Background: an optimization exercise with open tools, aiming at small area, a short achievable clock period and few clock cycles per item. Do not read the settings as production practice.
Function was checked by simulation only, so behaviour that the tests miss may differ from the original.
Power and IR drop assume default switching activity.

// ekf_slam_core
module ekf_slam_core (
  input  logic          clk,
  input  logic          sys_rst,
  input  logic          i_stage_valid,
  input  logic [76:0]   i_stage_cmd,
  input  logic [31:0]   i_plb_dout,
  input  logic          i_nl_done,
  input  logic [191:0]  i_nl_result,
  output logic          o_stage_ready,
  output logic          o_plb_en,
  output logic          o_plb_we,
  output logic [31:0]   o_plb_addr,
  output logic [31:0]   o_plb_din,
  output logic          o_nl_init,
  output logic [2:0]    o_nl_stage,
  output logic [159:0]  o_nl_operand
);
Size: about 1,700 cells after synthesis, ~270 flip-flops, roughly 540 I/O pins, about 18,000 um^2 of cells after synthesis.
Settings: LEC_CHECK=0, CAP_MARGIN=20, CORE_MARGIN=2, CORE_UTILIZATION=40, SETUP_SLACK_MARGIN=1.5, SLEW_MARGIN=20; clock period 5.0 ns.
standard.sh (not shown) runs the stock make flow with config.mk's settings and CLKGATE_MAP_FILE= SYNTH_SCRIPT=/design/flow/synth_recipe.tcl, a recipe that flattens the netlist after the stock synthesis.
==> flow/flow/run.sh <==
#!/bin/bash
# Standard layout, with plain buffers (buf_1) on the ports in place of the
# delay buffers buffer_ports picks by default.
set -euo pipefail
export BUFFER_PORTS_ARGS="-buffer_cell sky130_fd_sc_hd__buf_1"
bash standard.sh > standard.log 2>&1
Testbench counts at the start, summed over its fixed seeds: cycles 11,126, commands 1,920.
Edit:
--- a/flow/flow/run.sh
+++ b/flow/flow/run.sh
@@ -4,3 +4,4 @@
 set -euo pipefail
 export BUFFER_PORTS_ARGS="-buffer_cell sky130_fd_sc_hd__buf_1"
+export RECOVER_POWER=100
 bash standard.sh > standard.log 2>&1
Settings changed: SETUP_SLACK_MARGIN 1.5 to 1.2.
After rerunning: The changed run ran to the end with violations: capacitance limit, slew limit; via count decreases by 3.7%; cell area decreases by 7.4%; final cell count decreases by 2.9%; total power decreases by 2.7%; synthesized cell count stays the same; setup slack loses 0.68 ns; register-to-register slack loses 0.68 ns; critical path depth is unchanged; core utilization decreases by 3.9 points; wire length decreases by 6.1%; synthesized area does not change.
Edit:
--- a/flow/flow/run.sh
+++ b/flow/flow/run.sh
@@ -4,4 +4,3 @@
 set -euo pipefail
 export BUFFER_PORTS_ARGS="-buffer_cell sky130_fd_sc_hd__buf_1"
-export RECOVER_POWER=100
 bash standard.sh > standard.log 2>&1
Settings changed: ABC_AREA set to 1.
Now the flow produced a clean layout.
Power is higher by about 3%.
Non-clock buffer count went down by 15.
Worst setup slack is better by 0.55 ns.
Clock power increases by about 7%.
Routed wire length rose by about 10%.
Global-route usage goes up by 1.0 points.
Clock skew barely changes.
Die area rose by about 5.6%.
Cell area grows by 4.7%.
Utilization decreases by 0.35 points.


Setup of build 6:
ekf_slam_core, a different RTL version from the one above (not shown whole).
Size: about 2,000 cells after synthesis, roughly 280 flip-flops, about 540 I/O pins, roughly 19,000 µm² of cells after synthesis.
clock: 5.0 ns
lec_check: 0
cap_margin: 20
core_margin: 2
core_utilization: 40
setup_slack_margin: 1.35
slew_margin: 20
synth_hierarchical: 1
==> flow/flow/run.sh <==
#!/bin/bash
# Standard layout, with plain buffers (buf_1) on the ports in place of the
# delay buffers buffer_ports picks by default.
set -euo pipefail
export BUFFER_PORTS_ARGS="-buffer_cell sky130_fd_sc_hd__buf_1"
bash standard.sh > standard.log 2>&1
Build 6 did not stop at any stage, and its layout met the timing, DRC and antenna checks.
Testbench counts of build 6, summed over its fixed seeds: cycles 11,126, commands 1,920.
> inputs changed (build 6 -> build 90)
# build 6
export LEC_CHECK = 0
export CAP_MARGIN = 20
export CORE_MARGIN = 2
export CORE_UTILIZATION = 40
export SETUP_SLACK_MARGIN = 1.35
export SLEW_MARGIN = 20
export SYNTH_HIERARCHICAL = 1
create_clock -name core_clock -period 5.0 [get_ports {clk}]
# build 90
export LEC_CHECK = 0
export CAP_MARGIN = 20
export CORE_MARGIN = 2
export CORE_UTILIZATION = 40
export SETUP_SLACK_MARGIN = 1.0
export SLEW_MARGIN = 20
create_clock -name core_clock -period 5.0 [get_ports {clk}]
Notes after the runs:
Number of distinct library cell variants in the gate-level netlist after synthesis in build 90 vs build 6: down 3
Between build 90 and build 6, it is build 90 whose fraction of the yosys area taken by sequential cells is higher, by 3.1 points.
A beginning of the critical path of c_upd is what build 90 shows, while def_pend belongs to build 6.
Relative to build 6, xor and xnor fraction of the mapped netlist area increased by 0.81 points in build 90.
Between build 90 and build 6, the difference in mux share of post-synthesis cell area is negligible.
When build 90 is measured against build 6, its area of all placed cells without fillers turns out about 7.5% lower.
The global-route usage over all layers of build 90 falls short of that of build 6 by 1.7 points.
Higher fmax was reported by build 6, not build 90.
Setup slack: build 90 less than build 6
In the tables for build 90 and build 6, number of buffers inserted to repair setup after CTS reads lower with build 90.
--- input diff build 90..build 46 ---
# build 90
export LEC_CHECK = 0
export CAP_MARGIN = 20
export CORE_MARGIN = 2
export CORE_UTILIZATION = 40
export SETUP_SLACK_MARGIN = 1.0
export SLEW_MARGIN = 20
create_clock -name core_clock -period 5.0 [get_ports {clk}]
# build 46
export LEC_CHECK = 0
export CAP_MARGIN = 20
export CORE_MARGIN = 2
export CORE_UTILIZATION = 40
export SETUP_SLACK_MARGIN = 1.2
export SLEW_MARGIN = 20
export SYNTH_HIERARCHICAL = 1
export TNS_END_PERCENT = 5
create_clock -name core_clock -period 5.0 [get_ports {clk}]
## What came out
Post-route met1 wirelength, build 90 and build 46: larger value in build 46
Compared with build 90, placement density in the core of build 46 is lower.
Looking at number of stages on the worst setup path, build 46 sits 4 below build 90.
Build 46 against build 90: count of standard-cell rows went up; detailed-placement wirelength estimate went up 5500 µm; count of clock buffers in the final design saw an increase.
Against build 90, build 46 comes in 3.8% higher on total power.
Compared with build 90, in build 46 overall via count from detail_route went up by about 12%, routed wire length on met2 went up by about 8%.

## port drivers added, routing unchanged
How much do the figures lean on ideal ports? The routed layouts below were timed once more, with nothing changed but the port constraints. Step 1 assumes that a clkbuf_16 drives the clock port and a buf_2 every other input. Step 2 also shifts input and output timing later by t, the mid clock arrival at the registers, as if the neighbouring blocks saw the same clock. Three values: ideal, step 1, step 2; two values: the first two.
run	t, ns	slack for setup (ns)	hold WS [ns]	worst setup path after step 2	pins driven straight from the clock port
the first run of note 1	0.596	1.478 / 1.440 / 0.986	0.418 / 0.418 / 0.418	input to register	1
the second run of note 1	0.596	0.794 / 0.794 / 0.440	0.403 / 0.403 / 0.403	input to register	1
the third run of note 1	0.605	1.341 / 1.283 / 0.868	0.418 / 0.418 / 0.418	input to register	1
build 6	0.601	1.237 / 1.176 / 0.947	0.416 / 0.416 / 0.416	input to register	1
build 90	0.598	0.974 / 0.917 / 0.550	0.418 / 0.418 / 0.418	input to register	1
build 46	0.597	1.193 / 1.137 / 0.817	0.416 / 0.416 / 0.416	input to register	1
For the first run of note 1, which loses most, drivers alone change the setup slack by -0.038 ns; drivers and shift together by -0.492 ns.
